What follows belongs to an exercise in optimizing a design on an open flow for small area, a short achievable clock period and few clock cycles per item; a production flow would make more cautious choices. At most, simulation tests tie the RTL to the original design; equivalence was not proved.

job 101:
==> flow/design.v <==
package bps_pkg;
  localparam int unsigned PATTERN_WORDS = 7;
  localparam int unsigned CFG_DATA_W    = 64;
  localparam int unsigned CFG_IDX_W     = 3;
  localparam int unsigned LEN_W         = 6;
  localparam int unsigned START_W       = 16;
  typedef enum logic [CFG_IDX_W-1:0] {
    CFG_BOUNDARY_LENGTH = 3'd0,
    CFG_PATTERN_WORD_0  = 3'd1,
    CFG_PATTERN_WORD_1  = 3'd2,
    CFG_PATTERN_WORD_2  = 3'd3,
    CFG_PATTERN_WORD_3  = 3'd4,
    CFG_PATTERN_WORD_4  = 3'd5,
    CFG_PATTERN_WORD_5  = 3'd6,
    CFG_PATTERN_WORD_6  = 3'd7
  } cfg_idx_e;
  typedef struct packed {
    logic [7:0] data_byte;
    logic       last_byte;
  } in_t;
  typedef struct packed {
    logic               found;
    logic               full_res;
    logic [START_W-1:0] match_start;
    logic [LEN_W-1:0]   bytes_missing;
  } out_t;
endpackage
module boundary_prefix_search #(
  parameter int unsigned      MAX_BOUNDARY   = 56,
  parameter longint unsigned  MAX_STRING_LEN = 65536
) (
  input  logic                                clk_i,
  input  logic                                rst_ni,
  input  logic                                in_valid_i,
  output logic                                in_stall_o,
  input  logic [8:0]                          in_data_i,
  output logic                                out_valid_o,
  input  logic                                out_stall_i,
  output logic [23:0]                         out_data_o,
  input  logic                                cfg_we_i,
  input  logic [2:0]                          cfg_idx_i,
  input  logic [63:0]                         cfg_data_i
);
  localparam int unsigned NB = 56;
  logic [5:0]         lenm1_q;            
  logic [NB-1:0][7:0] pat_q;
  logic [6:0]         wv_q;               
  logic [5:0]         lenm1_d;
  always_comb begin
    if (cfg_data_i[5:0] == 6'd0)       lenm1_d = 6'd0;
    else if (cfg_data_i[5:0] > 6'd56)  lenm1_d = 6'd55;
    else                               lenm1_d = cfg_data_i[5:0] - 6'd1;
  end
  always_ff @(posedge clk_i or negedge rst_ni) begin
    if (!rst_ni) begin
      lenm1_q <= 6'd0;
      wv_q    <= '0;
    end else if (cfg_we_i) begin
      if (cfg_idx_i == 3'd0) lenm1_q <= lenm1_d;
      else                   wv_q[cfg_idx_i - 3'd1] <= 1'b1;
    end
  end
  always_ff @(posedge clk_i) begin
    for (int w = 0; w < 7; w++) begin
      if (cfg_we_i && cfg_idx_i == 3'(w + 1)) begin
        for (int j = 0; j < 8; j++) pat_q[w*8 + j] <= cfg_data_i[j*8 +: 8];
      end
    end
  end
  logic stall_q;
  logic s1_valid_q, l_valid_q, l_last_q, l_ph_q, out_valid_q;
  logic s1_ready, l_ready, out_free, move;
  logic s1_valid_d, l_valid_d, l_last_d, l_ph_d, out_valid_d;
  logic [7:0] s1_byte_q;
  logic [7:0] s1_nbyte_q;                 
  logic       s1_last_q;
  assign out_free = !out_valid_q || !out_stall_i;
  assign l_ready  = !l_valid_q || !l_last_q || (l_ph_q && out_free);
  assign s1_ready = !s1_valid_q || l_ready;
  assign move     = l_valid_q && l_last_q && l_ph_q && out_free;
  always_comb begin
    s1_valid_d  = s1_ready ? (in_valid_i && !stall_q) : s1_valid_q;
    l_valid_d   = l_ready ? s1_valid_q : l_valid_q;
    l_last_d    = l_ready ? (s1_valid_q && s1_last_q) : l_last_q;
    l_ph_d      = l_valid_q && l_last_q && !l_ready;
    out_valid_d = move || (out_valid_q && out_stall_i);
  end
  always_ff @(posedge clk_i or negedge rst_ni) begin
    if (!rst_ni) begin
      stall_q     <= 1'b0;
      s1_valid_q  <= 1'b0;
      l_valid_q   <= 1'b0;
      l_last_q    <= 1'b0;
      l_ph_q      <= 1'b0;
      out_valid_q <= 1'b0;
    end else begin
      stall_q     <= s1_valid_d && l_valid_d && l_last_d && (!l_ph_d || out_valid_d);
      l_ph_q      <= l_ph_d;
      s1_valid_q  <= s1_valid_d;
      l_valid_q   <= l_valid_d;
      l_last_q    <= l_last_d;
      out_valid_q <= out_valid_d;
    end
  end
  always_ff @(posedge clk_i) begin
    if (s1_ready) begin
      s1_byte_q  <= in_data_i[8:1];
      s1_nbyte_q <= ~in_data_i[8:1];
      s1_last_q <= in_data_i[0];
    end
  end
  logic [NB-1:0] live_q, live_d, hit;
  logic [15:0]   pcnt_q, pcnt_d;          
  logic          first_q;                 
  logic          full_seen_q;
  logic          full_now;
  logic          l_take;
  logic          at_lim;
  logic          zbyte;
  assign l_take = s1_valid_q && l_ready;
  always_comb begin
    zbyte = (s1_byte_q == 8'd0);
    for (int k = 0; k < NB; k++) begin
      if (k < NB/2) hit[k] = wv_q[k/8] ? (pat_q[k] == s1_byte_q) : zbyte;
      else          hit[k] = wv_q[k/8] ? (pat_q[k] == ~s1_nbyte_q) : zbyte;
    end
    at_lim    = !first_q && (pcnt_q == 16'hFFFF);
    live_d[0] = hit[0] && !at_lim;
    for (int k = 1; k < NB; k++) begin
      live_d[k] = hit[k] && live_q[k-1] && !first_q && !at_lim;
    end
    if (first_q)                                                   pcnt_d = 16'd1;
    else if (pcnt_q == 16'hFFFF || full_seen_q || (l_valid_q && full_now)) pcnt_d = pcnt_q;
    else                                                           pcnt_d = pcnt_q + 16'd1;
  end
  always_ff @(posedge clk_i or negedge rst_ni) begin
    if (!rst_ni) begin
      first_q     <= 1'b1;
      full_seen_q <= 1'b0;
    end else begin
      if (l_take) first_q <= s1_last_q;
      if (l_valid_q && l_ready) full_seen_q <= !l_last_q && (full_seen_q || full_now);
    end
  end
  always_ff @(posedge clk_i) begin
    if (l_take) begin
      live_q <= live_d;
      pcnt_q <= pcnt_d;
    end
  end
  logic [63:0] scan;
  logic        tail_hit;
  logic [5:0]  tail_k;
  logic        full;
  logic [31:0] v1;  logic [31:0][0:0] i1;
  logic [15:0] v2;  logic [15:0][1:0] i2;
  logic [7:0]  v3;  logic [7:0][2:0]  i3;
  logic [3:0]  v4;  logic [3:0][3:0]  i4;
  logic [1:0]  v5;  logic [1:0][4:0]  i5;
  always_comb begin
    full_now = live_q[lenm1_q];
    scan     = 64'(live_q);
    for (int n = 0; n < 32; n++) begin
      v1[n] = scan[2*n+1] | scan[2*n];
      i1[n] = scan[2*n+1];
    end
    for (int n = 0; n < 16; n++) begin
      v2[n] = v1[2*n+1] | v1[2*n];
      i2[n] = v1[2*n+1] ? {1'b1, i1[2*n+1]} : {1'b0, i1[2*n]};
    end
    for (int n = 0; n < 8; n++) begin
      v3[n] = v2[2*n+1] | v2[2*n];
      i3[n] = v2[2*n+1] ? {1'b1, i2[2*n+1]} : {1'b0, i2[2*n]};
    end
    for (int n = 0; n < 4; n++) begin
      v4[n] = v3[2*n+1] | v3[2*n];
      i4[n] = v3[2*n+1] ? {1'b1, i3[2*n+1]} : {1'b0, i3[2*n]};
    end
    for (int n = 0; n < 2; n++) begin
      v5[n] = v4[2*n+1] | v4[2*n];
      i5[n] = v4[2*n+1] ? {1'b1, i4[2*n+1]} : {1'b0, i4[2*n]};
    end
    tail_hit = v5[1] | v5[0];
    tail_k   = v5[1] ? {1'b1, i5[1]} : {1'b0, i5[0]};
  end
  function automatic logic [6:0] add_inv6(input logic [5:0] a, input logic [5:0] b,
                                          input logic ci);
    logic [5:0] x, g0, t0, g1, t1, g2, t2, g3;
    logic [6:0] c;
    x  = a ^ ~b;
    g0 = a & ~b;
    t0 = a | ~b;
    g0[0] = g0[0] | (t0[0] & ci);
    for (int i = 0; i < 6; i++) begin
      g1[i] = (i >= 1) ? (g0[i] | (t0[i] & g0[i-1])) : g0[i];
      t1[i] = (i >= 1) ? (t0[i] & t0[i-1]) : 1'b0;
    end
    for (int i = 0; i < 6; i++) begin
      g2[i] = (i >= 2) ? (g1[i] | (t1[i] & g1[i-2])) : g1[i];
      t2[i] = (i >= 2) ? (t1[i] & t1[i-2]) : 1'b0;
    end
    for (int i = 0; i < 6; i++) begin
      g3[i] = (i >= 4) ? (g2[i] | (t2[i] & g2[i-4])) : g2[i];
    end
    c = {g3, ci};
    add_inv6 = {c[6], x ^ c[5:0]};
  endfunction
  function automatic logic [9:0] dec10(input logic [9:0] a);
    for (int i = 0; i < 10; i++) begin
      dec10[i] = a[i] ^ ~(|(a & ((10'd1 << i) - 10'd1)));
    end
  endfunction
  logic [6:0]  lo_full, lo_tail;
  logic [9:0]  hi_m1;
  logic [15:0] start_full, start_tail;
  logic [23:0] res;
  logic        r_full_q, r_hit_q;
  logic [5:0]  r_k_q;
  always_ff @(posedge clk_i) begin
    r_full_q <= full_seen_q || full_now;
    r_hit_q  <= tail_hit;
    r_k_q    <= tail_k;
  end
  always_comb begin
    full       = r_full_q;
    hi_m1      = dec10(pcnt_q[15:6]);
    lo_full    = add_inv6(pcnt_q[5:0], lenm1_q, 1'b0);
    lo_tail    = add_inv6(pcnt_q[5:0], r_k_q, 1'b0);
    start_full = {lo_full[6] ? pcnt_q[15:6] : hi_m1, lo_full[5:0]};
    start_tail = {lo_tail[6] ? pcnt_q[15:6] : hi_m1, lo_tail[5:0]};
    res = '0;
    if (full) begin
      res[23]   = 1'b1;
      res[22]   = 1'b1;
      res[21:6] = start_full;
    end else if (r_hit_q) begin
      res[23]   = 1'b1;
      res[21:6] = start_tail;
      res[5:0]  = add_inv6(lenm1_q, r_k_q, 1'b1);
    end
  end
  logic [23:0] out_q;
  always_ff @(posedge clk_i) begin
    if (move) out_q <= res;
  end
  assign in_stall_o  = stall_q;
  assign out_valid_o = out_valid_q;
  assign out_data_o  = out_q;
endmodule
make LEC_CHECK=0 ABC_CLOCK_PERIOD_IN_PS=2500 CAP_MARGIN=20 CORE_MARGIN=2 CORE_UTILIZATION=40 SETUP_SLACK_MARGIN=5.0 SLEW_MARGIN=20 finish   # period 7.5 ns
run.sh (not shown) runs the stock make flow with config.mk's settings and CLKGATE_MAP_FILE= SYNTH_SCRIPT=/design/flow/synth_recipe.tcl, a recipe that flattens the netlist after the stock synthesis.
Job 101: flow completed, timing, DRC and antenna clean
Testbench counts of job 101, summed over its fixed seeds: cycles 140,479, bytes 139,750.
#### Input delta (job 102 over job 101)
-- flow/design.v --
<<< job 101, line 184
    tail_k   = v5[1] ? {1'b1, i5[1]} : {1'b0, i5[0]};
  end
  function automatic logic [6:0] add_inv6(input logic [5:0] a, input logic [5:0] b,
                                          input logic ci);
    logic [5:0] x, g0, t0, g1, t1, g2, t2, g3;
    logic [6:0] c;
    x  = a ^ ~b;
    g0 = a & ~b;
    t0 = a | ~b;
    g0[0] = g0[0] | (t0[0] & ci);
    for (int i = 0; i < 6; i++) begin
      g1[i] = (i >= 1) ? (g0[i] | (t0[i] & g0[i-1])) : g0[i];
      t1[i] = (i >= 1) ? (t0[i] & t0[i-1]) : 1'b0;
    end
    for (int i = 0; i < 6; i++) begin
      g2[i] = (i >= 2) ? (g1[i] | (t1[i] & g1[i-2])) : g1[i];
      t2[i] = (i >= 2) ? (t1[i] & t1[i-2]) : 1'b0;
    end
    for (int i = 0; i < 6; i++) begin
      g3[i] = (i >= 4) ? (g2[i] | (t2[i] & g2[i-4])) : g2[i];
    end
    c = {g3, ci};
    add_inv6 = {c[6], x ^ c[5:0]};
  endfunction
  function automatic logic [9:0] dec10(input logic [9:0] a);
    for (int i = 0; i < 10; i++) begin
      dec10[i] = a[i] ^ ~(|(a & ((10'd1 << i) - 10'd1)));
    end
  endfunction
  logic [6:0]  lo_full, lo_tail;
>>> job 102, line 184
    tail_k   = v5[1] ? {1'b1, i5[1]} : {1'b0, i5[0]};
  end
  function automatic logic [6:0] add_inv6(input logic [5:0] a, input logic [5:0] b);
    logic [5:0] g, p, c;
    logic       cy;
    g  = a & ~b;
    p  = a ^ ~b;
    cy = 1'b0;
    for (int i = 0; i < 6; i++) begin
      c[i] = cy;
      cy   = g[i] | (p[i] & cy);
    end
    add_inv6 = {cy, p ^ c};
  endfunction
  logic [6:0]  lo_full, lo_tail;
<<< job 101, line 224
  always_comb begin
    full       = r_full_q;
    hi_m1      = dec10(pcnt_q[15:6]);
    lo_full    = add_inv6(pcnt_q[5:0], lenm1_q, 1'b0);
    lo_tail    = add_inv6(pcnt_q[5:0], r_k_q, 1'b0);
    start_full = {lo_full[6] ? pcnt_q[15:6] : hi_m1, lo_full[5:0]};
    start_tail = {lo_tail[6] ? pcnt_q[15:6] : hi_m1, lo_tail[5:0]};
>>> job 102, line 209
  always_comb begin
    full       = r_full_q;
    hi_m1      = pcnt_q[15:6] - 10'd1;
    lo_full    = add_inv6(pcnt_q[5:0], lenm1_q);
    lo_tail    = add_inv6(pcnt_q[5:0], r_k_q);
    start_full = {lo_full[6] ? pcnt_q[15:6] : hi_m1, lo_full[5:0]};
    start_tail = {lo_tail[6] ? pcnt_q[15:6] : hi_m1, lo_tail[5:0]};
<<< job 101, line 237
      res[23]   = 1'b1;
      res[21:6] = start_tail;
      res[5:0]  = add_inv6(lenm1_q, r_k_q, 1'b1);
    end
  end
>>> job 102, line 222
      res[23]   = 1'b1;
      res[21:6] = start_tail;
      res[5:0]  = lenm1_q - r_k_q;
    end
  end
Results
Against job 101, job 102 reports a met1 demand-to-capacity share in global routing that is higher. Of the two values seen for critical path endpoint, out_valid_o was produced by job 101 and out_q[20] by job 102. | layout clock buffer count | job 102 vs job 101 | 8.3% higher |. The wire length reported by the detailed router in job 102 was higher than what job 101 gave. In job 102 the worst reg2reg path depth turned out 4 higher than in job 101. First-pass GRT wire length up about 3.5% in job 102 wrt job 101. NOTE iteration-0 DRC count of the detailed router job 101->job 102 increased by more than a quarter. For job 102, the cell at the slowest stage of the critical path was sky130_fd_sc_hd__dfrtp_4, unlike job 101, where it was sky130_fd_sc_hd__dfrtp_2.
No functional check of the RTL was part of job 102.


Starts from the design.v that is shown in full above.
make LEC_CHECK=0 ABC_CLOCK_PERIOD_IN_PS=2500 CAP_MARGIN=20 CORE_MARGIN=2 CORE_UTILIZATION=40 CTS_CLUSTER_DIAMETER=100 CTS_CLUSTER_SIZE=30 SETUP_SLACK_MARGIN=5.0 SLEW_MARGIN=20 finish   # period 7.5 ns
The starting point completed with no timing, DRC or antenna violations.
Testbench counts at the start, summed over its fixed seeds: cycles 140,479, bytes 139,750.
Then changed:
--- a/flow/design.v
+++ b/flow/design.v
@@ -72,7 +72,6 @@
   logic s1_ready, l_ready, out_free, move;
   logic s1_valid_d, l_valid_d, l_last_d, l_ph_d, out_valid_d;
   logic [7:0] s1_byte_q;
-  logic [7:0] s1_nbyte_q;                 
   logic       s1_last_q;
   assign out_free = !out_valid_q || !out_stall_i;
   assign l_ready  = !l_valid_q || !l_last_q || (l_ph_q && out_free);
@@ -105,7 +104,6 @@
   always_ff @(posedge clk_i) begin
     if (s1_ready) begin
       s1_byte_q  <= in_data_i[8:1];
-      s1_nbyte_q <= ~in_data_i[8:1];
       s1_last_q <= in_data_i[0];
     end
   end
@@ -121,8 +119,7 @@
   always_comb begin
     zbyte = (s1_byte_q == 8'd0);
     for (int k = 0; k < NB; k++) begin
-      if (k < NB/2) hit[k] = wv_q[k/8] ? (pat_q[k] == s1_byte_q) : zbyte;
-      else          hit[k] = wv_q[k/8] ? (pat_q[k] == ~s1_nbyte_q) : zbyte;
+      hit[k] = wv_q[k/8] ? (pat_q[k] == s1_byte_q) : zbyte;
     end
     at_lim    = !first_q && (pcnt_q == 16'hFFFF);
     live_d[0] = hit[0] && !at_lim;
@@ -151,7 +148,6 @@
   logic [63:0] scan;
   logic        tail_hit;
   logic [5:0]  tail_k;
-  logic        full;
   logic [31:0] v1;  logic [31:0][0:0] i1;
   logic [15:0] v2;  logic [15:0][1:0] i2;
   logic [7:0]  v3;  logic [7:0][2:0]  i3;
@@ -210,33 +206,25 @@
       dec10[i] = a[i] ^ ~(|(a & ((10'd1 << i) - 10'd1)));
     end
   endfunction
-  logic [6:0]  lo_full, lo_tail;
+  logic        r_full_q, r_hit_q;
+  logic [5:0]  r_sub_q;
+  always_ff @(posedge clk_i) begin
+    r_full_q <= full_seen_q || full_now;
+    r_hit_q  <= full_seen_q || full_now || tail_hit;
+    r_sub_q  <= (full_seen_q || full_now) ? lenm1_q : tail_k;
+  end
+  logic [6:0]  lo;
   logic [9:0]  hi_m1;
-  logic [15:0] start_full, start_tail;
   logic [23:0] res;
-  logic        r_full_q, r_hit_q;
-  logic [5:0]  r_k_q;
-  always_ff @(posedge clk_i) begin
-    r_full_q <= full_seen_q || full_now;
-    r_hit_q  <= tail_hit;
-    r_k_q    <= tail_k;
-  end
-  always_comb begin
-    full       = r_full_q;
-    hi_m1      = dec10(pcnt_q[15:6]);
-    lo_full    = add_inv6(pcnt_q[5:0], lenm1_q, 1'b0);
-    lo_tail    = add_inv6(pcnt_q[5:0], r_k_q, 1'b0);
-    start_full = {lo_full[6] ? pcnt_q[15:6] : hi_m1, lo_full[5:0]};
-    start_tail = {lo_tail[6] ? pcnt_q[15:6] : hi_m1, lo_tail[5:0]};
-    res = '0;
-    if (full) begin
+  always_comb begin
+    hi_m1 = dec10(pcnt_q[15:6]);
+    lo    = add_inv6(pcnt_q[5:0], r_sub_q, 1'b0);
+    res   = '0;
+    if (r_hit_q) begin
       res[23]   = 1'b1;
-      res[22]   = 1'b1;
-      res[21:6] = start_full;
-    end else if (r_hit_q) begin
-      res[23]   = 1'b1;
-      res[21:6] = start_tail;
-      res[5:0]  = add_inv6(lenm1_q, r_k_q, 1'b1);
+      res[22]   = r_full_q;
+      res[21:6] = {lo[6] ? pcnt_q[15:6] : hi_m1, lo[5:0]};
+      res[5:0]  = add_inv6(lenm1_q, r_sub_q, 1'b1);
     end
   end
   logic [23:0] out_q;
Via count is lower by 1.3%.
Core utilization is higher by 0.41 points.
Setup slack gets better by 14 ps.
Final cell count is lower by 1.4%.
Count of clock-buffer cells in the layout is higher by 3.
Global-route usage is lower by 1.3 points.
Testbench counts after the change, summed over its fixed seeds: cycles 140,479, bytes 139,750.

==> what the ideal ports hide <==
The flow's constraints put no driver on any port. The routed layouts listed below were extracted and timed again, unchanged, in two steps.
Step 1: set_driving_cell puts a clkbuf_16 on clk_i and a buf_2 on each other input, an assumption about the parent block.
Step 2 moves the port delays by t, midway between the first and last clock arrival at a register: inputs arrive t later, outputs are due t later. That takes back most of the time a late clock gives input paths.
Three values: no drivers, after step 1, after step 2; two values: the first two.
run	t, ns	slack for setup (ns)	clock arrival spread, ns	worst slew at a driven data input, ns
job 101	0.691	4.816 / 4.753 / 4.370	0.031 / 0.031	0.06
job 102	0.687	4.321 / 4.321 / 4.172	0.035 / 0.034	0.08
the first run of note 2	0.657	4.839 / 4.779 / 4.367	0.039 / 0.038	0.06
the second run of note 2	0.667	4.853 / 4.786 / 4.339	0.042 / 0.041	0.11
After both steps every run listed still meets setup and hold. For the second run of note 2, which loses most, drivers alone change the setup slack by -0.067 ns; drivers and shift together by -0.514 ns.
